This is an optimization exercise on Yosys and OpenROAD, whose aim is small area, a short achievable clock period and few clock cycles per item, not a production implementation.
RTL that was checked went through simulation tests only; none was proved equivalent to the original.
For run 2, only the layout was checked, not whether the RTL still works.

==> flow/design.v, too long to show whole: its modules and the start of the top module <==
// module mm_pe_mac: 1116 lines
// module mm_pe_col: 152 lines
// module mm_pe_sel: 3 lines
// module mm_pe_inv: 3 lines
// module mm_pe_and: 3 lines
// module mm_pe_xor: 3 lines
// module mm_pe_xnor: 3 lines
// module mm_pe_fa: 4 lines
// module mm_pe_fa1: 4 lines
// module mm_pe_ha: 4 lines
// module mm_pe_ha1: 4 lines
// module mm_pe_booth_rec: 17 lines
// module mm_pe_stream: 238 lines
module mm_pe_stream
#(
  parameter int W         = mm_pe_stream_pkg::PE_W,
  parameter int MAX_WORDS = mm_pe_stream_pkg::PE_MAX_WORDS,
  parameter int CNT_W     = mm_pe_stream_pkg::PE_CNT_W
) (
  input  logic             clk,
  input  logic             rstn,
  input  logic             start,
  input  logic [CNT_W-1:0] n_words,
  input  logic [W-1:0]     x_j,
  input  logic [W-1:0]     m_prime,
  input  logic [W-1:0]     s_hi,
  input  logic             in_valid,
  output logic             in_ready,
  input  logic [W-1:0]     y_i,
  input  logic [W-1:0]     m_i,
  input  logic [W-1:0]     s_i,
  output logic             out_valid,
  input  logic             out_ready,
  output logic [W-1:0]     out_word,
  output logic [W-1:0]     out_top,
  output logic             busy,
  output logic             done,
  output logic             err
);
  // ...
==> flow/flow/run.sh <==
#!/bin/bash
# Layout flow: the standard flow, with the port buffers made from plain
# buffers (sky130_fd_sc_hd__buf_1) instead of the cell buffer_ports picks by itself.
set -e
cp standard.sh standard_sh.txt
cp config.mk config_in.txt
echo 'export BUFFER_PORTS_ARGS = -buffer_cell sky130_fd_sc_hd__buf_1' >> config.mk
bash standard.sh > standard.log 2>&1
==> flow/standard.sh <==
#!/bin/bash
# synth_recipe.tcl (not shown) runs the flow's synth.tcl, then flattens the netlist and writes it again
# the make line also repeats each setting of config.mk as NAME=value (left out here)
make -C /OpenROAD-flow-scripts/flow DESIGN_CONFIG=/design/flow/config.mk WORK_HOME=/design/flow/orfs CLKGATE_MAP_FILE= SYNTH_SCRIPT=/design/flow/synth_recipe.tcl "${@:-finish}"
==> flow/config.mk <==
export PLATFORM = sky130hd
export DESIGN_NAME = mm_pe_stream
export DESIGN_NICKNAME = mm_pe_stream
export VERILOG_FILES = /design/flow/design.v
export SDC_FILE = /design/flow/constraint.sdc
export NUM_CORES = 4
export LEC_CHECK = 0
export CAP_MARGIN = 20
export CORE_MARGIN = 2
export CORE_UTILIZATION = 78
export CTS_BUF_LIST = sky130_fd_sc_hd__clkbuf_16
export CTS_CLUSTER_DIAMETER = 100
export CTS_CLUSTER_SIZE = 30
export SLEW_MARGIN = 45
export SYNTH_HIERARCHICAL = 1
export SYNTH_MINIMUM_KEEP_SIZE = 0
export BUFFER_PORTS_ARGS = -buffer_cell sky130_fd_sc_hd__buf_1
==> flow/constraint.sdc <==
create_clock -name core_clock -period 12.5 [get_ports {clk}]
set_input_delay 2.5000 -clock core_clock [delete_from_list [all_inputs] [get_ports {clk}]]
set_output_delay 2.5000 -clock core_clock [all_outputs]
set_load 0.01 [all_outputs]
==> out/metrics.cfg, run 1 <==
[run_status]
outcome=complete, no violations

[global_routing]
use_met2_pct=59.8
overflow=0
grt_pass1_vias=17900

[worst_setup_path]
cp_top_family=simple AND/OR/NAND/NOR gates
arrival_ps=4470
crit_chain=buf_1 > or4_1 > nor4_1 > nor2b_1 > xnor2_1 > o211ai_1 > a211oi_1 > a21o_1
cp.depth=8

[logic_synthesis]
yosysTopAreaCell=fa_1
yosysWarnings=7
syn_inst=2268

[finish]
drive_gt1_share_pct=4.80
multi_input_area_share_pct=60.8
syn_to_final_growth_pct=1.47
nClkBuffers=17
ff_latch_area_mm2=0.00823
reg.largest.list=r_rows x102, r_qb x48
nonClkBufAreaFrac_pct=3.09
clkCellAreaFrac_pct=1.92
final_common_cell=fa_1
comb.multi_input.count=1642
largest_register_ffs=102

[sta]
hold_violations=0
clock_skew_ps=21.2
layout_setup_ws_ps=8500
finalCritPeriodShare_pct=32.0

[clocking]
root_buffer=clkbuf_16
numCtsBuffers=16
clk_pin_slew_ps=110

[die]
rows=67
initial_core_util_pct=78.5

[detailed_routing]
met3WireLength_um=8520
wl_met1_um=26400

Testbench counts, summed over its fixed seeds: cycles 13,915, words 13,043.
==> module mm_pe_col, before the edit <==
module mm_pe_col (
  input  logic [101:0] i_r,
  input  logic [17:0] i_c,
  output logic [33:0] o_a,
  output logic [33:0] o_b
);
  logic n2040, n2041, n2043, n2044, n2046, n2047, n2049, n2050, n2052, n2053, n2055, n2056, n2058, n2059, n2061, n2062;
  logic n2064, n2065, n2067, n2068, n2070, n2071, n2073, n2074, n2076, n2077, n2079, n2080, n2082, n2083, n2085, n2086;
  logic n2088, n2089, n2091, n2092, n2094, n2095, n2097, n2098, n2100, n2101, n2103, n2104, n2106, n2107, n2109, n2110;
  logic n2112, n2113, n2115, n2116, n2118, n2119, n2121, n2122, n2124, n2125, n2127, n2128, n2130, n2131, n2133, n2134;
  logic n2136, n2137, n2139, n2140, n2142, n2143, n2145, n2146, n2148, n2149, n2151, n2152, n2154, n2155, n2157, n2158;
  logic n2160, n2161, n2163, n2164, n2166, n2167, n2169, n2170, n2172, n2173, n2175, n2176, n2178, n2179, n2181, n2182;
  logic n2184, n2185, n2187, n2188, n2190, n2191, n2193, n2194, n2196, n2197, n2199, n2200, n2202, n2203, n2205, n2206;
  logic n2208, n2209, n2211, n2212, n2214, n2215, n2217, n2218, n2220, n2221, n2223, n2224, n2226, n2227, n2229, n2230;
  logic n2232, n2233, n2235, n2236, n2238, n2239, n2241, n2242;
  mm_pe_ha u2042 (.i_a(i_r[0]), .i_b(i_r[34]), .o_s(n2040), .o_c(n2041));
  mm_pe_fa u2045 (.i_a(i_r[1]), .i_b(i_r[35]), .i_c(i_r[69]), .o_s(n2043), .o_c(n2044));
  mm_pe_fa u2048 (.i_a(i_r[2]), .i_b(i_r[36]), .i_c(i_r[70]), .o_s(n2046), .o_c(n2047));
  mm_pe_fa u2051 (.i_a(i_r[3]), .i_b(i_r[37]), .i_c(i_r[71]), .o_s(n2049), .o_c(n2050));
  mm_pe_fa u2054 (.i_a(i_r[4]), .i_b(i_r[38]), .i_c(i_r[72]), .o_s(n2052), .o_c(n2053));
  mm_pe_fa u2057 (.i_a(i_r[5]), .i_b(i_r[39]), .i_c(i_r[73]), .o_s(n2055), .o_c(n2056));
  mm_pe_fa u2060 (.i_a(i_r[6]), .i_b(i_r[40]), .i_c(i_r[74]), .o_s(n2058), .o_c(n2059));
  mm_pe_fa u2063 (.i_a(i_r[7]), .i_b(i_r[41]), .i_c(i_r[75]), .o_s(n2061), .o_c(n2062));
  mm_pe_fa u2066 (.i_a(i_r[8]), .i_b(i_r[42]), .i_c(i_r[76]), .o_s(n2064), .o_c(n2065));
  mm_pe_fa u2069 (.i_a(i_r[9]), .i_b(i_r[43]), .i_c(i_r[77]), .o_s(n2067), .o_c(n2068));
  mm_pe_fa u2072 (.i_a(i_r[10]), .i_b(i_r[44]), .i_c(i_r[78]), .o_s(n2070), .o_c(n2071));
  mm_pe_fa u2075 (.i_a(i_r[11]), .i_b(i_r[45]), .i_c(i_r[79]), .o_s(n2073), .o_c(n2074));
  mm_pe_fa u2078 (.i_a(i_r[12]), .i_b(i_r[46]), .i_c(i_r[80]), .o_s(n2076), .o_c(n2077));
  mm_pe_fa u2081 (.i_a(i_r[13]), .i_b(i_r[47]), .i_c(i_r[81]), .o_s(n2079), .o_c(n2080));
  mm_pe_fa u2084 (.i_a(i_r[14]), .i_b(i_r[48]), .i_c(i_r[82]), .o_s(n2082), .o_c(n2083));
  mm_pe_fa u2087 (.i_a(i_r[15]), .i_b(i_r[49]), .i_c(i_r[83]), .o_s(n2085), .o_c(n2086));
  mm_pe_fa u2090 (.i_a(i_r[16]), .i_b(i_r[50]), .i_c(i_r[84]), .o_s(n2088), .o_c(n2089));
  mm_pe_fa u2093 (.i_a(i_r[17]), .i_b(i_r[51]), .i_c(i_r[85]), .o_s(n2091), .o_c(n2092));
  mm_pe_ha u2096 (.i_a(i_r[18]), .i_b(i_r[52]), .o_s(n2094), .o_c(n2095));
  mm_pe_ha u2099 (.i_a(i_r[19]), .i_b(i_r[53]), .o_s(n2097), .o_c(n2098));
  mm_pe_ha u2102 (.i_a(i_r[20]), .i_b(i_r[54]), .o_s(n2100), .o_c(n2101));
  mm_pe_ha u2105 (.i_a(i_r[21]), .i_b(i_r[55]), .o_s(n2103), .o_c(n2104));
  mm_pe_ha u2108 (.i_a(i_r[22]), .i_b(i_r[56]), .o_s(n2106), .o_c(n2107));
  mm_pe_ha u2111 (.i_a(i_r[23]), .i_b(i_r[57]), .o_s(n2109), .o_c(n2110));
  mm_pe_ha u2114 (.i_a(i_r[24]), .i_b(i_r[58]), .o_s(n2112), .o_c(n2113));
  mm_pe_ha u2117 (.i_a(i_r[25]), .i_b(i_r[59]), .o_s(n2115), .o_c(n2116));
  mm_pe_ha u2120 (.i_a(i_r[26]), .i_b(i_r[60]), .o_s(n2118), .o_c(n2119));
  mm_pe_ha u2123 (.i_a(i_r[27]), .i_b(i_r[61]), .o_s(n2121), .o_c(n2122));
  mm_pe_ha u2126 (.i_a(i_r[28]), .i_b(i_r[62]), .o_s(n2124), .o_c(n2125));
  mm_pe_ha u2129 (.i_a(i_r[29]), .i_b(i_r[63]), .o_s(n2127), .o_c(n2128));
  mm_pe_ha u2132 (.i_a(i_r[30]), .i_b(i_r[64]), .o_s(n2130), .o_c(n2131));
  mm_pe_ha u2135 (.i_a(i_r[31]), .i_b(i_r[65]), .o_s(n2133), .o_c(n2134));
  mm_pe_ha u2138 (.i_a(i_r[32]), .i_b(i_r[66]), .o_s(n2136), .o_c(n2137));
  mm_pe_ha u2141 (.i_a(i_r[33]), .i_b(i_r[67]), .o_s(n2139), .o_c(n2140));
  mm_pe_ha u2144 (.i_a(i_r[68]), .i_b(i_c[0]), .o_s(n2142), .o_c(n2143));
  mm_pe_fa u2147 (.i_a(i_c[1]), .i_b(n2041), .i_c(n2043), .o_s(n2145), .o_c(n2146));
  mm_pe_fa u2150 (.i_a(i_c[2]), .i_b(n2044), .i_c(n2046), .o_s(n2148), .o_c(n2149));
  mm_pe_fa u2153 (.i_a(i_c[3]), .i_b(n2047), .i_c(n2049), .o_s(n2151), .o_c(n2152));
  mm_pe_fa u2156 (.i_a(i_c[4]), .i_b(n2050), .i_c(n2052), .o_s(n2154), .o_c(n2155));
  mm_pe_fa u2159 (.i_a(i_c[5]), .i_b(n2053), .i_c(n2055), .o_s(n2157), .o_c(n2158));
  mm_pe_fa u2162 (.i_a(i_c[6]), .i_b(n2056), .i_c(n2058), .o_s(n2160), .o_c(n2161));
  mm_pe_fa u2165 (.i_a(i_c[7]), .i_b(n2059), .i_c(n2061), .o_s(n2163), .o_c(n2164));
  mm_pe_fa u2168 (.i_a(i_c[8]), .i_b(n2062), .i_c(n2064), .o_s(n2166), .o_c(n2167));
  mm_pe_fa u2171 (.i_a(i_c[9]), .i_b(n2065), .i_c(n2067), .o_s(n2169), .o_c(n2170));
  mm_pe_fa u2174 (.i_a(i_c[10]), .i_b(n2068), .i_c(n2070), .o_s(n2172), .o_c(n2173));
  mm_pe_fa u2177 (.i_a(i_c[11]), .i_b(n2071), .i_c(n2073), .o_s(n2175), .o_c(n2176));
  mm_pe_fa u2180 (.i_a(i_c[12]), .i_b(n2074), .i_c(n2076), .o_s(n2178), .o_c(n2179));
  mm_pe_fa u2183 (.i_a(i_c[13]), .i_b(n2077), .i_c(n2079), .o_s(n2181), .o_c(n2182));
  mm_pe_fa u2186 (.i_a(i_c[14]), .i_b(n2080), .i_c(n2082), .o_s(n2184), .o_c(n2185));
  mm_pe_fa u2189 (.i_a(i_c[15]), .i_b(n2083), .i_c(n2085), .o_s(n2187), .o_c(n2188));
  mm_pe_fa u2192 (.i_a(i_c[16]), .i_b(n2086), .i_c(n2088), .o_s(n2190), .o_c(n2191));
  mm_pe_fa u2195 (.i_a(i_c[17]), .i_b(n2089), .i_c(n2091), .o_s(n2193), .o_c(n2194));
  mm_pe_fa u2198 (.i_a(i_r[86]), .i_b(n2094), .i_c(n2092), .o_s(n2196), .o_c(n2197));
  mm_pe_fa u2201 (.i_a(i_r[87]), .i_b(n2095), .i_c(n2097), .o_s(n2199), .o_c(n2200));
  mm_pe_fa u2204 (.i_a(i_r[88]), .i_b(n2098), .i_c(n2100), .o_s(n2202), .o_c(n2203));
  mm_pe_fa u2207 (.i_a(i_r[89]), .i_b(n2101), .i_c(n2103), .o_s(n2205), .o_c(n2206));
  mm_pe_fa u2210 (.i_a(i_r[90]), .i_b(n2104), .i_c(n2106), .o_s(n2208), .o_c(n2209));
  mm_pe_fa u2213 (.i_a(i_r[91]), .i_b(n2107), .i_c(n2109), .o_s(n2211), .o_c(n2212));
  mm_pe_fa u2216 (.i_a(i_r[92]), .i_b(n2110), .i_c(n2112), .o_s(n2214), .o_c(n2215));
  mm_pe_fa u2219 (.i_a(i_r[93]), .i_b(n2113), .i_c(n2115), .o_s(n2217), .o_c(n2218));
  mm_pe_fa u2222 (.i_a(i_r[94]), .i_b(n2116), .i_c(n2118), .o_s(n2220), .o_c(n2221));
  mm_pe_fa u2225 (.i_a(i_r[95]), .i_b(n2119), .i_c(n2121), .o_s(n2223), .o_c(n2224));
  mm_pe_fa u2228 (.i_a(i_r[96]), .i_b(n2122), .i_c(n2124), .o_s(n2226), .o_c(n2227));
  mm_pe_fa u2231 (.i_a(i_r[97]), .i_b(n2125), .i_c(n2127), .o_s(n2229), .o_c(n2230));
  mm_pe_fa u2234 (.i_a(i_r[98]), .i_b(n2128), .i_c(n2130), .o_s(n2232), .o_c(n2233));
  mm_pe_fa u2237 (.i_a(i_r[99]), .i_b(n2131), .i_c(n2133), .o_s(n2235), .o_c(n2236));
  mm_pe_fa u2240 (.i_a(i_r[100]), .i_b(n2134), .i_c(n2136), .o_s(n2238), .o_c(n2239));
  mm_pe_fa u2243 (.i_a(i_r[101]), .i_b(n2137), .i_c(n2139), .o_s(n2241), .o_c(n2242));
  assign o_a[0] = n2142;
  assign o_b[0] = n2040;
  assign o_a[1] = n2143;
  assign o_b[1] = n2145;
  assign o_a[2] = n2146;
  assign o_b[2] = n2148;
  assign o_a[3] = n2149;
  assign o_b[3] = n2151;
  assign o_a[4] = n2152;
  assign o_b[4] = n2154;
  assign o_a[5] = n2155;
  assign o_b[5] = n2157;
  assign o_a[6] = n2158;
  assign o_b[6] = n2160;
  assign o_a[7] = n2161;
  assign o_b[7] = n2163;
  assign o_a[8] = n2164;
  assign o_b[8] = n2166;
  assign o_a[9] = n2167;
  assign o_b[9] = n2169;
  assign o_a[10] = n2170;
  assign o_b[10] = n2172;
  assign o_a[11] = n2173;
  assign o_b[11] = n2175;
  assign o_a[12] = n2176;
  assign o_b[12] = n2178;
  assign o_a[13] = n2179;
  assign o_b[13] = n2181;
  assign o_a[14] = n2182;
  assign o_b[14] = n2184;
  assign o_a[15] = n2185;
  assign o_b[15] = n2187;
  assign o_a[16] = n2188;
  assign o_b[16] = n2190;
  assign o_a[17] = n2191;
  assign o_b[17] = n2193;
  assign o_a[18] = n2194;
  assign o_b[18] = n2196;
  assign o_a[19] = n2197;
  assign o_b[19] = n2199;
  assign o_a[20] = n2200;
  assign o_b[20] = n2202;
  assign o_a[21] = n2203;
  assign o_b[21] = n2205;
  assign o_a[22] = n2206;
  assign o_b[22] = n2208;
  assign o_a[23] = n2209;
  assign o_b[23] = n2211;
  assign o_a[24] = n2212;
  assign o_b[24] = n2214;
  assign o_a[25] = n2215;
  assign o_b[25] = n2217;
  assign o_a[26] = n2218;
  assign o_b[26] = n2220;
  assign o_a[27] = n2221;
  assign o_b[27] = n2223;
  assign o_a[28] = n2224;
  assign o_b[28] = n2226;
  assign o_a[29] = n2227;
  assign o_b[29] = n2229;
  assign o_a[30] = n2230;
  assign o_b[30] = n2232;
  assign o_a[31] = n2233;
  assign o_b[31] = n2235;
  assign o_a[32] = n2236;
  assign o_b[32] = n2238;
  assign o_a[33] = n2239;
  assign o_b[33] = n2241;
endmodule
==> run 2: changes to the inputs <==
--- a/flow/design.v
+++ b/flow/design.v
@@ -1,14 +1,14 @@
 package mm_pe_stream_pkg;
   localparam int PE_W         = 16;
   localparam int PE_MAX_WORDS = 256;
   localparam int PE_CNT_W     = 9;
-  localparam int PE_SUM_W   = 2 * PE_W + 2;
-  localparam int PE_CARRY_W = PE_W + 2;
+  localparam int PE_SUM_W   = 2 * PE_W + 1;
+  localparam int PE_CARRY_W = PE_W + 1;
   localparam int PE_ROWS = 3;
   localparam logic [2:0] PH_IDLE = 3'd0;   
   localparam logic [2:0] PH_P1   = 3'd1;   
   localparam logic [2:0] PH_PQ   = 3'd2;   
   localparam logic [2:0] PH_RUN  = 3'd3;   
   localparam logic [2:0] PH_FL   = 3'd4;   
   localparam logic [2:0] PH_END  = 3'd5;   
   localparam logic [2:0] K_T  = 3'd0;   
@@ -18,17 +18,17 @@
   localparam logic [2:0] K_F  = 3'd4;   
 endpackage
 module mm_pe_mac (
   input  logic [15:0] i_x,
   input  logic [15:0] i_q,
   input  logic [24:0] i_yd,
   input  logic [24:0] i_md,
   input  logic [15:0] i_s,
-  output logic [101:0] o_rows
+  output logic [98:0] o_rows
 );
   logic n1, n2, n3, n4, n5, n6, n7, n8, n9, n10, n11, n12, n13, n14, n15, n16;
   logic n17, n18, n19, n20, n21, n22, n23, n24, n25, n26, n27, n28, n29, n30, n31, n32;
   logic n33, n34, n35, n36, n37, n38, n39, n40, n41, n42, n43, n44, n45, n46, n47, n48;
   logic n49, n50, n51, n52, n53, n54, n55, n56, n57, n58, n59, n60, n61, n62, n63, n64;
   logic n65, n66, n67, n68, n69, n70, n71, n72, n73, n74, n75, n76, n77, n78, n79, n80;
   logic n81, n82, n83, n84, n85, n86, n87, n88, n89, n90, n91, n92, n93, n94, n95, n96;
   logic n97, n98, n99, n100, n101, n102, n103, n104, n105, n106, n107, n108, n109, n110, n111, n112;
@@ -1058,237 +1058,230 @@
   assign o_rows[25] = n2017;
   assign o_rows[26] = n2020;
   assign o_rows[27] = n2023;
   assign o_rows[28] = n2026;
   assign o_rows[29] = n2029;
   assign o_rows[30] = n2032;
   assign o_rows[31] = n2035;
   assign o_rows[32] = n2038;
-  assign o_rows[33] = 1'b1;
-  assign o_rows[34] = n3;
-  assign o_rows[35] = n1947;
-  assign o_rows[36] = n1950;
-  assign o_rows[37] = n1953;
-  assign o_rows[38] = n1956;
-  assign o_rows[39] = n1959;
-  assign o_rows[40] = n1962;
-  assign o_rows[41] = n1965;
-  assign o_rows[42] = n1968;
-  assign o_rows[43] = n1971;
-  assign o_rows[44] = n1974;
-  assign o_rows[45] = n1977;
-  assign o_rows[46] = n1980;
-  assign o_rows[47] = n1983;
-  assign o_rows[48] = n1986;
-  assign o_rows[49] = n1989;
-  assign o_rows[50] = n1992;
-  assign o_rows[51] = n1995;
-  assign o_rows[52] = n1998;
-  assign o_rows[53] = n2001;
-  assign o_rows[54] = n2004;
-  assign o_rows[55] = n2007;
-  assign o_rows[56] = n2010;
-  assign o_rows[57] = n2013;
-  assign o_rows[58] = n2016;
-  assign o_rows[59] = n2019;
-  assign o_rows[60] = n2022;
-  assign o_rows[61] = n2025;
-  assign o_rows[62] = n2028;
-  assign o_rows[63] = n2031;
-  assign o_rows[64] = n2034;
-  assign o_rows[65] = n2037;
-  assign o_rows[66] = n1942;
-  assign o_rows[67] = 1'b0;
-  assign o_rows[68] = n595;
-  assign o_rows[69] = n599;
-  assign o_rows[70] = n1767;
-  assign o_rows[71] = n1770;
-  assign o_rows[72] = n1779;
-  assign o_rows[73] = n1785;
-  assign o_rows[74] = n1791;
-  assign o_rows[75] = n1797;
-  assign o_rows[76] = n1803;
-  assign o_rows[77] = n1809;
-  assign o_rows[78] = n1815;
-  assign o_rows[79] = n1821;
-  assign o_rows[80] = n1827;
-  assign o_rows[81] = n1833;
-  assign o_rows[82] = n1839;
-  assign o_rows[83] = n1845;
-  assign o_rows[84] = n1851;
-  assign o_rows[85] = n1857;
-  assign o_rows[86] = n1863;
-  assign o_rows[87] = n1869;
-  assign o_rows[88] = n1875;
-  assign o_rows[89] = n1881;
-  assign o_rows[90] = n1887;
-  assign o_rows[91] = n1893;
-  assign o_rows[92] = n1899;
-  assign o_rows[93] = n1900;
-  assign o_rows[94] = n1911;
-  assign o_rows[95] = n1917;
-  assign o_rows[96] = n1923;
-  assign o_rows[97] = n1924;
-  assign o_rows[98] = n1930;
-  assign o_rows[99] = n1936;
-  assign o_rows[100] = n1939;
-  assign o_rows[101] = 1'b0;
+  assign o_rows[33] = n3;
+  assign o_rows[34] = n1947;
+  assign o_rows[35] = n1950;
+  assign o_rows[36] = n1953;
+  assign o_rows[37] = n1956;
+  assign o_rows[38] = n1959;
+  assign o_rows[39] = n1962;
+  assign o_rows[40] = n1965;
+  assign o_rows[41] = n1968;
+  assign o_rows[42] = n1971;
+  assign o_rows[43] = n1974;
+  assign o_rows[44] = n1977;
+  assign o_rows[45] = n1980;
+  assign o_rows[46] = n1983;
+  assign o_rows[47] = n1986;
+  assign o_rows[48] = n1989;
+  assign o_rows[49] = n1992;
+  assign o_rows[50] = n1995;
+  assign o_rows[51] = n1998;
+  assign o_rows[52] = n2001;
+  assign o_rows[53] = n2004;
+  assign o_rows[54] = n2007;
+  assign o_rows[55] = n2010;
+  assign o_rows[56] = n2013;
+  assign o_rows[57] = n2016;
+  assign o_rows[58] = n2019;
+  assign o_rows[59] = n2022;
+  assign o_rows[60] = n2025;
+  assign o_rows[61] = n2028;
+  assign o_rows[62] = n2031;
+  assign o_rows[63] = n2034;
+  assign o_rows[64] = n2037;
+  assign o_rows[65] = n1942;
+  assign o_rows[66] = n595;
+  assign o_rows[67] = n599;
+  assign o_rows[68] = n1767;
+  assign o_rows[69] = n1770;
+  assign o_rows[70] = n1779;
+  assign o_rows[71] = n1785;
+  assign o_rows[72] = n1791;
+  assign o_rows[73] = n1797;
+  assign o_rows[74] = n1803;
+  assign o_rows[75] = n1809;
+  assign o_rows[76] = n1815;
+  assign o_rows[77] = n1821;
+  assign o_rows[78] = n1827;
+  assign o_rows[79] = n1833;
+  assign o_rows[80] = n1839;
+  assign o_rows[81] = n1845;
+  assign o_rows[82] = n1851;
+  assign o_rows[83] = n1857;
+  assign o_rows[84] = n1863;
+  assign o_rows[85] = n1869;
+  assign o_rows[86] = n1875;
+  assign o_rows[87] = n1881;
+  assign o_rows[88] = n1887;
+  assign o_rows[89] = n1893;
+  assign o_rows[90] = n1899;
+  assign o_rows[91] = n1900;
+  assign o_rows[92] = n1911;
+  assign o_rows[93] = n1917;
+  assign o_rows[94] = n1923;
+  assign o_rows[95] = n1924;
+  assign o_rows[96] = n1930;
+  assign o_rows[97] = n1936;
+  assign o_rows[98] = n1939;
 endmodule
 module mm_pe_col (
-  input  logic [101:0] i_r,
-  input  logic [17:0] i_c,
-  output logic [33:0] o_a,
-  output logic [33:0] o_b
+  input  logic [98:0] i_r,
+  input  logic [16:0] i_c,
+  output logic [32:0] o_a,
+  output logic [32:0] o_b
 );
   logic n2040, n2041, n2043, n2044, n2046, n2047, n2049, n2050, n2052, n2053, n2055, n2056, n2058, n2059, n2061, n2062;
   logic n2064, n2065, n2067, n2068, n2070, n2071, n2073, n2074, n2076, n2077, n2079, n2080, n2082, n2083, n2085, n2086;
   logic n2088, n2089, n2091, n2092, n2094, n2095, n2097, n2098, n2100, n2101, n2103, n2104, n2106, n2107, n2109, n2110;
   logic n2112, n2113, n2115, n2116, n2118, n2119, n2121, n2122, n2124, n2125, n2127, n2128, n2130, n2131, n2133, n2134;
   logic n2136, n2137, n2139, n2140, n2142, n2143, n2145, n2146, n2148, n2149, n2151, n2152, n2154, n2155, n2157, n2158;
   logic n2160, n2161, n2163, n2164, n2166, n2167, n2169, n2170, n2172, n2173, n2175, n2176, n2178, n2179, n2181, n2182;
   logic n2184, n2185, n2187, n2188, n2190, n2191, n2193, n2194, n2196, n2197, n2199, n2200, n2202, n2203, n2205, n2206;
   logic n2208, n2209, n2211, n2212, n2214, n2215, n2217, n2218, n2220, n2221, n2223, n2224, n2226, n2227, n2229, n2230;
-  logic n2232, n2233, n2235, n2236, n2238, n2239, n2241, n2242;
-  mm_pe_ha u2042 (.i_a(i_r[0]), .i_b(i_r[34]), .o_s(n2040), .o_c(n2041));
-  mm_pe_fa u2045 (.i_a(i_r[1]), .i_b(i_r[35]), .i_c(i_r[69]), .o_s(n2043), .o_c(n2044));
-  mm_pe_fa u2048 (.i_a(i_r[2]), .i_b(i_r[36]), .i_c(i_r[70]), .o_s(n2046), .o_c(n2047));
-  mm_pe_fa u2051 (.i_a(i_r[3]), .i_b(i_r[37]), .i_c(i_r[71]), .o_s(n2049), .o_c(n2050));
-  mm_pe_fa u2054 (.i_a(i_r[4]), .i_b(i_r[38]), .i_c(i_r[72]), .o_s(n2052), .o_c(n2053));
-  mm_pe_fa u2057 (.i_a(i_r[5]), .i_b(i_r[39]), .i_c(i_r[73]), .o_s(n2055), .o_c(n2056));
-  mm_pe_fa u2060 (.i_a(i_r[6]), .i_b(i_r[40]), .i_c(i_r[74]), .o_s(n2058), .o_c(n2059));
-  mm_pe_fa u2063 (.i_a(i_r[7]), .i_b(i_r[41]), .i_c(i_r[75]), .o_s(n2061), .o_c(n2062));
-  mm_pe_fa u2066 (.i_a(i_r[8]), .i_b(i_r[42]), .i_c(i_r[76]), .o_s(n2064), .o_c(n2065));
-  mm_pe_fa u2069 (.i_a(i_r[9]), .i_b(i_r[43]), .i_c(i_r[77]), .o_s(n2067), .o_c(n2068));
-  mm_pe_fa u2072 (.i_a(i_r[10]), .i_b(i_r[44]), .i_c(i_r[78]), .o_s(n2070), .o_c(n2071));
-  mm_pe_fa u2075 (.i_a(i_r[11]), .i_b(i_r[45]), .i_c(i_r[79]), .o_s(n2073), .o_c(n2074));
-  mm_pe_fa u2078 (.i_a(i_r[12]), .i_b(i_r[46]), .i_c(i_r[80]), .o_s(n2076), .o_c(n2077));
-  mm_pe_fa u2081 (.i_a(i_r[13]), .i_b(i_r[47]), .i_c(i_r[81]), .o_s(n2079), .o_c(n2080));
-  mm_pe_fa u2084 (.i_a(i_r[14]), .i_b(i_r[48]), .i_c(i_r[82]), .o_s(n2082), .o_c(n2083));
-  mm_pe_fa u2087 (.i_a(i_r[15]), .i_b(i_r[49]), .i_c(i_r[83]), .o_s(n2085), .o_c(n2086));
-  mm_pe_fa u2090 (.i_a(i_r[16]), .i_b(i_r[50]), .i_c(i_r[84]), .o_s(n2088), .o_c(n2089));
-  mm_pe_fa u2093 (.i_a(i_r[17]), .i_b(i_r[51]), .i_c(i_r[85]), .o_s(n2091), .o_c(n2092));
-  mm_pe_ha u2096 (.i_a(i_r[18]), .i_b(i_r[52]), .o_s(n2094), .o_c(n2095));
-  mm_pe_ha u2099 (.i_a(i_r[19]), .i_b(i_r[53]), .o_s(n2097), .o_c(n2098));
-  mm_pe_ha u2102 (.i_a(i_r[20]), .i_b(i_r[54]), .o_s(n2100), .o_c(n2101));
-  mm_pe_ha u2105 (.i_a(i_r[21]), .i_b(i_r[55]), .o_s(n2103), .o_c(n2104));
-  mm_pe_ha u2108 (.i_a(i_r[22]), .i_b(i_r[56]), .o_s(n2106), .o_c(n2107));
-  mm_pe_ha u2111 (.i_a(i_r[23]), .i_b(i_r[57]), .o_s(n2109), .o_c(n2110));
-  mm_pe_ha u2114 (.i_a(i_r[24]), .i_b(i_r[58]), .o_s(n2112), .o_c(n2113));
-  mm_pe_ha u2117 (.i_a(i_r[25]), .i_b(i_r[59]), .o_s(n2115), .o_c(n2116));
-  mm_pe_ha u2120 (.i_a(i_r[26]), .i_b(i_r[60]), .o_s(n2118), .o_c(n2119));
-  mm_pe_ha u2123 (.i_a(i_r[27]), .i_b(i_r[61]), .o_s(n2121), .o_c(n2122));
-  mm_pe_ha u2126 (.i_a(i_r[28]), .i_b(i_r[62]), .o_s(n2124), .o_c(n2125));
-  mm_pe_ha u2129 (.i_a(i_r[29]), .i_b(i_r[63]), .o_s(n2127), .o_c(n2128));
-  mm_pe_ha u2132 (.i_a(i_r[30]), .i_b(i_r[64]), .o_s(n2130), .o_c(n2131));
-  mm_pe_ha u2135 (.i_a(i_r[31]), .i_b(i_r[65]), .o_s(n2133), .o_c(n2134));
-  mm_pe_ha u2138 (.i_a(i_r[32]), .i_b(i_r[66]), .o_s(n2136), .o_c(n2137));
-  mm_pe_ha u2141 (.i_a(i_r[33]), .i_b(i_r[67]), .o_s(n2139), .o_c(n2140));
-  mm_pe_ha u2144 (.i_a(i_r[68]), .i_b(i_c[0]), .o_s(n2142), .o_c(n2143));
-  mm_pe_fa u2147 (.i_a(i_c[1]), .i_b(n2041), .i_c(n2043), .o_s(n2145), .o_c(n2146));
-  mm_pe_fa u2150 (.i_a(i_c[2]), .i_b(n2044), .i_c(n2046), .o_s(n2148), .o_c(n2149));
-  mm_pe_fa u2153 (.i_a(i_c[3]), .i_b(n2047), .i_c(n2049), .o_s(n2151), .o_c(n2152));
-  mm_pe_fa u2156 (.i_a(i_c[4]), .i_b(n2050), .i_c(n2052), .o_s(n2154), .o_c(n2155));
-  mm_pe_fa u2159 (.i_a(i_c[5]), .i_b(n2053), .i_c(n2055), .o_s(n2157), .o_c(n2158));
-  mm_pe_fa u2162 (.i_a(i_c[6]), .i_b(n2056), .i_c(n2058), .o_s(n2160), .o_c(n2161));
-  mm_pe_fa u2165 (.i_a(i_c[7]), .i_b(n2059), .i_c(n2061), .o_s(n2163), .o_c(n2164));
-  mm_pe_fa u2168 (.i_a(i_c[8]), .i_b(n2062), .i_c(n2064), .o_s(n2166), .o_c(n2167));
-  mm_pe_fa u2171 (.i_a(i_c[9]), .i_b(n2065), .i_c(n2067), .o_s(n2169), .o_c(n2170));
-  mm_pe_fa u2174 (.i_a(i_c[10]), .i_b(n2068), .i_c(n2070), .o_s(n2172), .o_c(n2173));
-  mm_pe_fa u2177 (.i_a(i_c[11]), .i_b(n2071), .i_c(n2073), .o_s(n2175), .o_c(n2176));
-  mm_pe_fa u2180 (.i_a(i_c[12]), .i_b(n2074), .i_c(n2076), .o_s(n2178), .o_c(n2179));
-  mm_pe_fa u2183 (.i_a(i_c[13]), .i_b(n2077), .i_c(n2079), .o_s(n2181), .o_c(n2182));
-  mm_pe_fa u2186 (.i_a(i_c[14]), .i_b(n2080), .i_c(n2082), .o_s(n2184), .o_c(n2185));
-  mm_pe_fa u2189 (.i_a(i_c[15]), .i_b(n2083), .i_c(n2085), .o_s(n2187), .o_c(n2188));
-  mm_pe_fa u2192 (.i_a(i_c[16]), .i_b(n2086), .i_c(n2088), .o_s(n2190), .o_c(n2191));
-  mm_pe_fa u2195 (.i_a(i_c[17]), .i_b(n2089), .i_c(n2091), .o_s(n2193), .o_c(n2194));
-  mm_pe_fa u2198 (.i_a(i_r[86]), .i_b(n2094), .i_c(n2092), .o_s(n2196), .o_c(n2197));
-  mm_pe_fa u2201 (.i_a(i_r[87]), .i_b(n2095), .i_c(n2097), .o_s(n2199), .o_c(n2200));
-  mm_pe_fa u2204 (.i_a(i_r[88]), .i_b(n2098), .i_c(n2100), .o_s(n2202), .o_c(n2203));
-  mm_pe_fa u2207 (.i_a(i_r[89]), .i_b(n2101), .i_c(n2103), .o_s(n2205), .o_c(n2206));
-  mm_pe_fa u2210 (.i_a(i_r[90]), .i_b(n2104), .i_c(n2106), .o_s(n2208), .o_c(n2209));
-  mm_pe_fa u2213 (.i_a(i_r[91]), .i_b(n2107), .i_c(n2109), .o_s(n2211), .o_c(n2212));
-  mm_pe_fa u2216 (.i_a(i_r[92]), .i_b(n2110), .i_c(n2112), .o_s(n2214), .o_c(n2215));
-  mm_pe_fa u2219 (.i_a(i_r[93]), .i_b(n2113), .i_c(n2115), .o_s(n2217), .o_c(n2218));
-  mm_pe_fa u2222 (.i_a(i_r[94]), .i_b(n2116), .i_c(n2118), .o_s(n2220), .o_c(n2221));
-  mm_pe_fa u2225 (.i_a(i_r[95]), .i_b(n2119), .i_c(n2121), .o_s(n2223), .o_c(n2224));
-  mm_pe_fa u2228 (.i_a(i_r[96]), .i_b(n2122), .i_c(n2124), .o_s(n2226), .o_c(n2227));
-  mm_pe_fa u2231 (.i_a(i_r[97]), .i_b(n2125), .i_c(n2127), .o_s(n2229), .o_c(n2230));
-  mm_pe_fa u2234 (.i_a(i_r[98]), .i_b(n2128), .i_c(n2130), .o_s(n2232), .o_c(n2233));
-  mm_pe_fa u2237 (.i_a(i_r[99]), .i_b(n2131), .i_c(n2133), .o_s(n2235), .o_c(n2236));
-  mm_pe_fa u2240 (.i_a(i_r[100]), .i_b(n2134), .i_c(n2136), .o_s(n2238), .o_c(n2239));
-  mm_pe_fa u2243 (.i_a(i_r[101]), .i_b(n2137), .i_c(n2139), .o_s(n2241), .o_c(n2242));
-  assign o_a[0] = n2142;
+  logic n2232, n2233, n2235, n2236;
+  mm_pe_ha u2042 (.i_a(i_r[0]), .i_b(i_r[33]), .o_s(n2040), .o_c(n2041));
+  mm_pe_fa u2045 (.i_a(i_r[1]), .i_b(i_r[34]), .i_c(i_r[67]), .o_s(n2043), .o_c(n2044));
+  mm_pe_fa u2048 (.i_a(i_r[2]), .i_b(i_r[35]), .i_c(i_r[68]), .o_s(n2046), .o_c(n2047));
+  mm_pe_fa u2051 (.i_a(i_r[3]), .i_b(i_r[36]), .i_c(i_r[69]), .o_s(n2049), .o_c(n2050));
+  mm_pe_fa u2054 (.i_a(i_r[4]), .i_b(i_r[37]), .i_c(i_r[70]), .o_s(n2052), .o_c(n2053));
+  mm_pe_fa u2057 (.i_a(i_r[5]), .i_b(i_r[38]), .i_c(i_r[71]), .o_s(n2055), .o_c(n2056));
+  mm_pe_fa u2060 (.i_a(i_r[6]), .i_b(i_r[39]), .i_c(i_r[72]), .o_s(n2058), .o_c(n2059));
+  mm_pe_fa u2063 (.i_a(i_r[7]), .i_b(i_r[40]), .i_c(i_r[73]), .o_s(n2061), .o_c(n2062));
+  mm_pe_fa u2066 (.i_a(i_r[8]), .i_b(i_r[41]), .i_c(i_r[74]), .o_s(n2064), .o_c(n2065));
+  mm_pe_fa u2069 (.i_a(i_r[9]), .i_b(i_r[42]), .i_c(i_r[75]), .o_s(n2067), .o_c(n2068));
+  mm_pe_fa u2072 (.i_a(i_r[10]), .i_b(i_r[43]), .i_c(i_r[76]), .o_s(n2070), .o_c(n2071));
+  mm_pe_fa u2075 (.i_a(i_r[11]), .i_b(i_r[44]), .i_c(i_r[77]), .o_s(n2073), .o_c(n2074));
+  mm_pe_fa u2078 (.i_a(i_r[12]), .i_b(i_r[45]), .i_c(i_r[78]), .o_s(n2076), .o_c(n2077));
+  mm_pe_fa u2081 (.i_a(i_r[13]), .i_b(i_r[46]), .i_c(i_r[79]), .o_s(n2079), .o_c(n2080));
+  mm_pe_fa u2084 (.i_a(i_r[14]), .i_b(i_r[47]), .i_c(i_r[80]), .o_s(n2082), .o_c(n2083));
+  mm_pe_fa u2087 (.i_a(i_r[15]), .i_b(i_r[48]), .i_c(i_r[81]), .o_s(n2085), .o_c(n2086));
+  mm_pe_fa u2090 (.i_a(i_r[16]), .i_b(i_r[49]), .i_c(i_r[82]), .o_s(n2088), .o_c(n2089));
+  mm_pe_ha u2093 (.i_a(i_r[17]), .i_b(i_r[50]), .o_s(n2091), .o_c(n2092));
+  mm_pe_ha u2096 (.i_a(i_r[18]), .i_b(i_r[51]), .o_s(n2094), .o_c(n2095));
+  mm_pe_ha u2099 (.i_a(i_r[19]), .i_b(i_r[52]), .o_s(n2097), .o_c(n2098));
+  mm_pe_ha u2102 (.i_a(i_r[20]), .i_b(i_r[53]), .o_s(n2100), .o_c(n2101));
+  mm_pe_ha u2105 (.i_a(i_r[21]), .i_b(i_r[54]), .o_s(n2103), .o_c(n2104));
+  mm_pe_ha u2108 (.i_a(i_r[22]), .i_b(i_r[55]), .o_s(n2106), .o_c(n2107));
+  mm_pe_ha u2111 (.i_a(i_r[23]), .i_b(i_r[56]), .o_s(n2109), .o_c(n2110));
+  mm_pe_ha u2114 (.i_a(i_r[24]), .i_b(i_r[57]), .o_s(n2112), .o_c(n2113));
+  mm_pe_ha u2117 (.i_a(i_r[25]), .i_b(i_r[58]), .o_s(n2115), .o_c(n2116));
+  mm_pe_ha u2120 (.i_a(i_r[26]), .i_b(i_r[59]), .o_s(n2118), .o_c(n2119));
+  mm_pe_ha u2123 (.i_a(i_r[27]), .i_b(i_r[60]), .o_s(n2121), .o_c(n2122));
+  mm_pe_ha u2126 (.i_a(i_r[28]), .i_b(i_r[61]), .o_s(n2124), .o_c(n2125));
+  mm_pe_ha u2129 (.i_a(i_r[29]), .i_b(i_r[62]), .o_s(n2127), .o_c(n2128));
+  mm_pe_ha u2132 (.i_a(i_r[30]), .i_b(i_r[63]), .o_s(n2130), .o_c(n2131));
+  mm_pe_ha u2135 (.i_a(i_r[31]), .i_b(i_r[64]), .o_s(n2133), .o_c(n2134));
+  mm_pe_ha u2138 (.i_a(i_r[32]), .i_b(i_r[65]), .o_s(n2136), .o_c(n2137));
+  mm_pe_ha u2141 (.i_a(i_r[66]), .i_b(i_c[0]), .o_s(n2139), .o_c(n2140));
+  mm_pe_fa u2144 (.i_a(i_c[1]), .i_b(n2041), .i_c(n2043), .o_s(n2142), .o_c(n2143));
+  mm_pe_fa u2147 (.i_a(i_c[2]), .i_b(n2044), .i_c(n2046), .o_s(n2145), .o_c(n2146));
+  mm_pe_fa u2150 (.i_a(i_c[3]), .i_b(n2047), .i_c(n2049), .o_s(n2148), .o_c(n2149));
+  mm_pe_fa u2153 (.i_a(i_c[4]), .i_b(n2050), .i_c(n2052), .o_s(n2151), .o_c(n2152));
+  mm_pe_fa u2156 (.i_a(i_c[5]), .i_b(n2053), .i_c(n2055), .o_s(n2154), .o_c(n2155));
+  mm_pe_fa u2159 (.i_a(i_c[6]), .i_b(n2056), .i_c(n2058), .o_s(n2157), .o_c(n2158));
+  mm_pe_fa u2162 (.i_a(i_c[7]), .i_b(n2059), .i_c(n2061), .o_s(n2160), .o_c(n2161));
+  mm_pe_fa u2165 (.i_a(i_c[8]), .i_b(n2062), .i_c(n2064), .o_s(n2163), .o_c(n2164));
+  mm_pe_fa u2168 (.i_a(i_c[9]), .i_b(n2065), .i_c(n2067), .o_s(n2166), .o_c(n2167));
+  mm_pe_fa u2171 (.i_a(i_c[10]), .i_b(n2068), .i_c(n2070), .o_s(n2169), .o_c(n2170));
+  mm_pe_fa u2174 (.i_a(i_c[11]), .i_b(n2071), .i_c(n2073), .o_s(n2172), .o_c(n2173));
+  mm_pe_fa u2177 (.i_a(i_c[12]), .i_b(n2074), .i_c(n2076), .o_s(n2175), .o_c(n2176));
+  mm_pe_fa u2180 (.i_a(i_c[13]), .i_b(n2077), .i_c(n2079), .o_s(n2178), .o_c(n2179));
+  mm_pe_fa u2183 (.i_a(i_c[14]), .i_b(n2080), .i_c(n2082), .o_s(n2181), .o_c(n2182));
+  mm_pe_fa u2186 (.i_a(i_c[15]), .i_b(n2083), .i_c(n2085), .o_s(n2184), .o_c(n2185));
+  mm_pe_fa u2189 (.i_a(i_c[16]), .i_b(n2086), .i_c(n2088), .o_s(n2187), .o_c(n2188));
+  mm_pe_fa u2192 (.i_a(i_r[83]), .i_b(n2091), .i_c(n2089), .o_s(n2190), .o_c(n2191));
+  mm_pe_fa u2195 (.i_a(i_r[84]), .i_b(n2092), .i_c(n2094), .o_s(n2193), .o_c(n2194));
+  mm_pe_fa u2198 (.i_a(i_r[85]), .i_b(n2095), .i_c(n2097), .o_s(n2196), .o_c(n2197));
+  mm_pe_fa u2201 (.i_a(i_r[86]), .i_b(n2098), .i_c(n2100), .o_s(n2199), .o_c(n2200));
+  mm_pe_fa u2204 (.i_a(i_r[87]), .i_b(n2101), .i_c(n2103), .o_s(n2202), .o_c(n2203));
+  mm_pe_fa u2207 (.i_a(i_r[88]), .i_b(n2104), .i_c(n2106), .o_s(n2205), .o_c(n2206));
+  mm_pe_fa u2210 (.i_a(i_r[89]), .i_b(n2107), .i_c(n2109), .o_s(n2208), .o_c(n2209));
+  mm_pe_fa u2213 (.i_a(i_r[90]), .i_b(n2110), .i_c(n2112), .o_s(n2211), .o_c(n2212));
+  mm_pe_fa u2216 (.i_a(i_r[91]), .i_b(n2113), .i_c(n2115), .o_s(n2214), .o_c(n2215));
+  mm_pe_fa u2219 (.i_a(i_r[92]), .i_b(n2116), .i_c(n2118), .o_s(n2217), .o_c(n2218));
+  mm_pe_fa u2222 (.i_a(i_r[93]), .i_b(n2119), .i_c(n2121), .o_s(n2220), .o_c(n2221));
+  mm_pe_fa u2225 (.i_a(i_r[94]), .i_b(n2122), .i_c(n2124), .o_s(n2223), .o_c(n2224));
+  mm_pe_fa u2228 (.i_a(i_r[95]), .i_b(n2125), .i_c(n2127), .o_s(n2226), .o_c(n2227));
+  mm_pe_fa u2231 (.i_a(i_r[96]), .i_b(n2128), .i_c(n2130), .o_s(n2229), .o_c(n2230));
+  mm_pe_fa u2234 (.i_a(i_r[97]), .i_b(n2131), .i_c(n2133), .o_s(n2232), .o_c(n2233));
+  mm_pe_fa u2237 (.i_a(i_r[98]), .i_b(n2134), .i_c(n2136), .o_s(n2235), .o_c(n2236));
+  assign o_a[0] = n2139;
   assign o_b[0] = n2040;
-  assign o_a[1] = n2143;
-  assign o_b[1] = n2145;
-  assign o_a[2] = n2146;
-  assign o_b[2] = n2148;
-  assign o_a[3] = n2149;
-  assign o_b[3] = n2151;
-  assign o_a[4] = n2152;
-  assign o_b[4] = n2154;
-  assign o_a[5] = n2155;
-  assign o_b[5] = n2157;
-  assign o_a[6] = n2158;
-  assign o_b[6] = n2160;
-  assign o_a[7] = n2161;
-  assign o_b[7] = n2163;
-  assign o_a[8] = n2164;
-  assign o_b[8] = n2166;
-  assign o_a[9] = n2167;
-  assign o_b[9] = n2169;
-  assign o_a[10] = n2170;
-  assign o_b[10] = n2172;
-  assign o_a[11] = n2173;
-  assign o_b[11] = n2175;
-  assign o_a[12] = n2176;
-  assign o_b[12] = n2178;
-  assign o_a[13] = n2179;
-  assign o_b[13] = n2181;
-  assign o_a[14] = n2182;
-  assign o_b[14] = n2184;
-  assign o_a[15] = n2185;
-  assign o_b[15] = n2187;
-  assign o_a[16] = n2188;
-  assign o_b[16] = n2190;
-  assign o_a[17] = n2191;
-  assign o_b[17] = n2193;
-  assign o_a[18] = n2194;
-  assign o_b[18] = n2196;
-  assign o_a[19] = n2197;
-  assign o_b[19] = n2199;
-  assign o_a[20] = n2200;
-  assign o_b[20] = n2202;
-  assign o_a[21] = n2203;
-  assign o_b[21] = n2205;
-  assign o_a[22] = n2206;
-  assign o_b[22] = n2208;
-  assign o_a[23] = n2209;
-  assign o_b[23] = n2211;
-  assign o_a[24] = n2212;
-  assign o_b[24] = n2214;
-  assign o_a[25] = n2215;
-  assign o_b[25] = n2217;
-  assign o_a[26] = n2218;
-  assign o_b[26] = n2220;
-  assign o_a[27] = n2221;
-  assign o_b[27] = n2223;
-  assign o_a[28] = n2224;
-  assign o_b[28] = n2226;
-  assign o_a[29] = n2227;
-  assign o_b[29] = n2229;
-  assign o_a[30] = n2230;
-  assign o_b[30] = n2232;
-  assign o_a[31] = n2233;
-  assign o_b[31] = n2235;
-  assign o_a[32] = n2236;
-  assign o_b[32] = n2238;
-  assign o_a[33] = n2239;
-  assign o_b[33] = n2241;
+  assign o_a[1] = n2140;
+  assign o_b[1] = n2142;
+  assign o_a[2] = n2143;
+  assign o_b[2] = n2145;
+  assign o_a[3] = n2146;
+  assign o_b[3] = n2148;
+  assign o_a[4] = n2149;
+  assign o_b[4] = n2151;
+  assign o_a[5] = n2152;
+  assign o_b[5] = n2154;
+  assign o_a[6] = n2155;
+  assign o_b[6] = n2157;
+  assign o_a[7] = n2158;
+  assign o_b[7] = n2160;
+  assign o_a[8] = n2161;
+  assign o_b[8] = n2163;
+  assign o_a[9] = n2164;
+  assign o_b[9] = n2166;
+  assign o_a[10] = n2167;
+  assign o_b[10] = n2169;
+  assign o_a[11] = n2170;
+  assign o_b[11] = n2172;
+  assign o_a[12] = n2173;
+  assign o_b[12] = n2175;
+  assign o_a[13] = n2176;
+  assign o_b[13] = n2178;
+  assign o_a[14] = n2179;
+  assign o_b[14] = n2181;
+  assign o_a[15] = n2182;
+  assign o_b[15] = n2184;
+  assign o_a[16] = n2185;
+  assign o_b[16] = n2187;
+  assign o_a[17] = n2188;
+  assign o_b[17] = n2190;
+  assign o_a[18] = n2191;
+  assign o_b[18] = n2193;
+  assign o_a[19] = n2194;
+  assign o_b[19] = n2196;
+  assign o_a[20] = n2197;
+  assign o_b[20] = n2199;
+  assign o_a[21] = n2200;
+  assign o_b[21] = n2202;
+  assign o_a[22] = n2203;
+  assign o_b[22] = n2205;
+  assign o_a[23] = n2206;
+  assign o_b[23] = n2208;
+  assign o_a[24] = n2209;
+  assign o_b[24] = n2211;
+  assign o_a[25] = n2212;
+  assign o_b[25] = n2214;
+  assign o_a[26] = n2215;
+  assign o_b[26] = n2217;
+  assign o_a[27] = n2218;
+  assign o_b[27] = n2220;
+  assign o_a[28] = n2221;
+  assign o_b[28] = n2223;
+  assign o_a[29] = n2224;
+  assign o_b[29] = n2226;
+  assign o_a[30] = n2227;
+  assign o_b[30] = n2229;
+  assign o_a[31] = n2230;
+  assign o_b[31] = n2232;
+  assign o_a[32] = n2233;
+  assign o_b[32] = n2235;
 endmodule
 module mm_pe_sel (input logic i_one, input logic i_two, input logic i_a, input logic i_b, output logic o_y);
   assign o_y = (i_one & i_a) | (i_two & i_b);
 endmodule
 module mm_pe_inv (input logic i_a, output logic o_y);
   assign o_y = ~i_a;
 endmodule
 module mm_pe_and (input logic i_a, input logic i_b, output logic o_y);
==> run 2 against run 1 <==
Net effect: setup slack lost 48 ps; still clean; critical path type is now reg2reg; non-clock buffer count grew 4; utilization grew 0.91 points.
==> out/metrics.cfg, run 2 <==
[sta]
finalSetupViolCount=0  ; unchanged
hold_violations=0  ; unchanged
rsz0062_at_grt=false  ; unchanged
tns_ps=0  ; unchanged
clock_skew_ps=31.6  ; was 21.2 ps
layout_setup_ws_ps=8450  ; was 8500 ps
slew_violations=0  ; unchanged
finalCritPeriodShare_pct=32.4  ; was 32.0%
maxSlewHeadroom_pct=43.5  ; was 41.7%
max_freq_ghz=0.247  ; was 0.250 GHz
finalCriticalPeriod_ps=4050  ; was 4000 ps
hold-worst-slack_ps=388  ; was 377 ps
worst_pin_slew_ps=847  ; was 875 ps

[run_status]
outcome=complete, no violations  ; unchanged

[finish]
final_cells=2640  ; was 2699
final_common_cell=fa_1  ; unchanged
nFillCells=1965  ; was 2120
insertedDiodeCount=0  ; was 3
fin_nets=2701  ; was 2754
syn_to_final_growth_pct=1.69  ; was 1.47%
top_register=r_rows  ; unchanged
final_cell_mix=305 x fa_1, 289 x xor2_1, 256 x a22o_1, 165 x dfxtp_1, 140 x nand2_1  ; was 307 x fa_1, 287 x xor2_1, 256 x a22o_1, 167 x dfxtp_1, 142 x nand2_1
drive_gt1_share_pct=4.91  ; was 4.80%
largest_register_ffs=99  ; was 102
reg.largest.list=r_rows x99, r_qb x48  ; was r_rows x102, r_qb x48

[logic_synthesis]
synth.top_cells.by_count=305 x fa_1, 289 x xor2_1, 256 x a22o_1  ; was 307 x fa_1, 287 x xor2_1, 256 x a22o_1
yosysTopAreaCell=fa_1  ; unchanged
syn_inst=2209  ; was 2268
ys_seq_elements=333  ; was 337
synth_cell_types=73  ; was 70
syn_avg_cell_area_um2=11.7  ; was 11.5 µm²
ys.flop_type=dfxtp_1  ; unchanged
yosysMostFrequentCell=fa_1  ; unchanged
syn_area_mm2=0.0258  ; was 0.0261 mm²
async_reset_ff_share_pct=8.11  ; was 8.01%
synth_top_area_share_pct=23.7  ; was 23.5%
synth.area.top_cells=fa_1 24%, edfxtp_1 15%, dfxtp_1 14%, xor2_1 9.8%, a22o_1 8.7%  ; was fa_1 24%, edfxtp_1 15%, dfxtp_1 14%, xor2_1 9.6%, a22o_1 8.6%
synth_seq_area_share_pct=31.5  ; about the same
synth_edf_count=132  ; was 133
yosysWarnings=7  ; unchanged

[clocking]
cts_resized=0  ; unchanged
cts_setup_buffers=0  ; unchanged
clk_pin_slew_ps=110  ; about the same
htree_levels=1  ; unchanged
cts_tree=yes  ; unchanged
numCtsBuffers=16  ; unchanged
root_buffer=clkbuf_16  ; unchanged
cts_buffer_depth=3  ; unchanged
insertion_delay_ps=540  ; was 530 ps
cts_hold_buffers=0  ; unchanged
cts_sinks=333  ; was 337

[detailed_routing]
wire_per_inst_um=25.8  ; was 24.6 µm
drt_iter0_drc=2260  ; was 2015
drt-pass1-iter-count=6  ; was 5
post-route-drc-count=0  ; unchanged
wl_um=68000  ; was 66500 µm
vias_per_cell=6.80  ; was 6.60
ant_nets=0  ; unchanged
vias=18000  ; was 17800

[worst_setup_path]
rr_worst_depth=10  ; was 7
arrival_ps=4330  ; was 4470 ps
cp_max_fo=3  ; unchanged
worstSetupPathType=reg2reg  ; was in2reg
endpoint_kind=register  ; unchanged
start_kind=register  ; was primary input
required_ps=12780  ; was 12970 ps

[die]
die_h_um=186  ; was 187 µm
initial_core_util_pct=79.2  ; was 78.5%
core-area_mm2=0.0325  ; was 0.0333 mm²
rows=66  ; was 67
dieArea_mm2=0.0345  ; was 0.0350 mm²
ios=147  ; unchanged
die_x_um=186  ; was 187 µm

[global_routing]
overflow=0  ; unchanged
grt_start_max_net_pins=67  ; was 64
grt_usage_pct=40.0  ; was 38.6%
antenna_found_initial=2  ; unchanged
grt_pass1_wl_um=103000  ; was 104000 µm
grt_pass1_vias=17700  ; was 17900

[min_path]
hold_path.class=reg2reg  ; unchanged
hold_depth=0  ; unchanged

[placement]
dp_cells=2608  ; was 2665
hpwl_um=49000  ; was 49500 µm
port_buffers=132  ; unchanged
pre_cts_slack_ps=8200  ; was 8010 ps
place_congestion=0.970  ; about the same

[run]
maxCapViolCount=0  ; unchanged

## run 2: cell types whose count changed in the layout (fill, tap and decap cells not counted), moves of 4 or more
cell / delta
nand4_1: +7
inv_1: -4
nor3_1: +8
nand2b_1: -6
nor2_1: -6
buf_6: +5
nand3_1: -7
nand2_2: -4
a21oi_1: -9
## run 2: worst paths after layout
check / start / to / slack, ps
worst max-delay path: r_rows[1]$_DFF_P_ / r_c[14]$_SDFFCE_PN0P_ / 8450
worst min-delay path: r_ir_v$_DFF_PN0_ / r_cs_v$_DFF_PN0_ / 390
worst max register to register: r_rows[1]$_DFF_P_ / r_c[14]$_SDFFCE_PN0P_ / 8450
worst min register to register: r_ir_v$_DFF_PN0_ / r_cs_v$_DFF_PN0_ / 390
max in group asynchronous: rstn / r_rp[1]$_DFFE_PN0P_ / 10240
min in group asynchronous: rstn / r_cr[0]$_DFF_PN0_ / 1950
## run 2: final cells by class
type	instances	area, µm²	share of cell area (%)
clock buffer	17	425	1.62
clock inverter	11	95.1	0.363
inverter	67	251	0.960
multi-input combinational	1597	15900	60.6
sequential	333	8140	31.1
tap	442	553	2.11
timing repair buffer	173	865	3.30
## run 2: metal layers
metal  global-route usage, %  vias up  share of wire, %
li1                        -     7439                 -
met1                    57.4     8724                38
met2                    60.8     1550                44
met3                    12.3      243                15
met4                    9.07        2               2.9
met5                       0        -             0.018
## run 2: logic make-up after synthesis
| kind of cell | count (synthesis) | share of synthesized area, % |
|---|---|---|
| compound gates | 448 | 13.4 |
| fa+ha+maj | 403 | 28.5 |
| simple gates | 401 | 7.97 |
| flops | 333 | 31.5 |
| xor+xnor | 308 | 10.5 |
| buf+inv | 292 | 7.20 |
| mux | 23 | 0.957 |
| other cells | 1 | 0.0146 |
## run 2: worst max-delay path: stages, from the launching register on
cell	delay, ps
dfxtp_1	340
fa_1	550
fa_1	460
fa_1	480
a211oi_1	370
o21ai_0	300
a31oi_1	380
a31oi_1	230
a31oi_1	360
o21ai_0	190
mux2i_1	150
## run 2: metrics by stage
step | instance area (µm²) | util (%)
after CTS | 26100 | 80.3
after global routing | 26200 | 80.5
after detailed placement | 25600 | 78.7
after global placement | 25500 | 78.3
after floorplan | 25800 | -
final | 26200 | 80.5
## run 2: per-module statistics from Yosys, one instance, submodules excluded
module,times used,cells inside,cell area [µm²]
mm_pe_xor,272,1,8.76
mm_pe_fa,303,1,20.0
mm_pe_ha1,2,2,11.3
mm_pe_fa1,6,5,27.5
mm_pe_inv,16,1,3.75
mm_pe_sel,240,1,8.76
mm_pe_stream,1,997,12200
mm_pe_and,64,1,6.26
mm_pe_mac,1,99,743
mm_pe_col,1,66,495
mm_pe_booth_rec,2,39,293
mm_pe_ha,40,1,12.5

==> static timing again, ports no longer ideal <==
In the flow no input, the clock included, has a driving cell. The finished layouts below were timed again as built, in two steps.
Step 1 sets driving cells, clkbuf_16 on the clock port and buf_2 on the other inputs (assumed; they add their load-dependent delay and slew).
Step 2 times the ports against the registers' clock, not the clock port: input delays grow and output delays shrink by t, the midpoint of the rising clock arrivals with the driver on.
a / b / c = ideal / step 1 / step 2; a / b = the first two.
run	t, ns	setup slack, ns	worst setup path at the end	slew at the worst register clock pin (ns)	pins driven straight from the clock port
run 1	0.583	8.502 / 8.538 / 7.959	input to register	0.11 / 0.11	1
run 2	0.573	8.454 / 8.454 / 8.189	input to register	0.12 / 0.12	1
After both steps setup and hold are still met in every run listed. For run 1, which loses most, drivers alone change the setup slack by +0.036 ns; drivers and shift together by -0.543 ns.
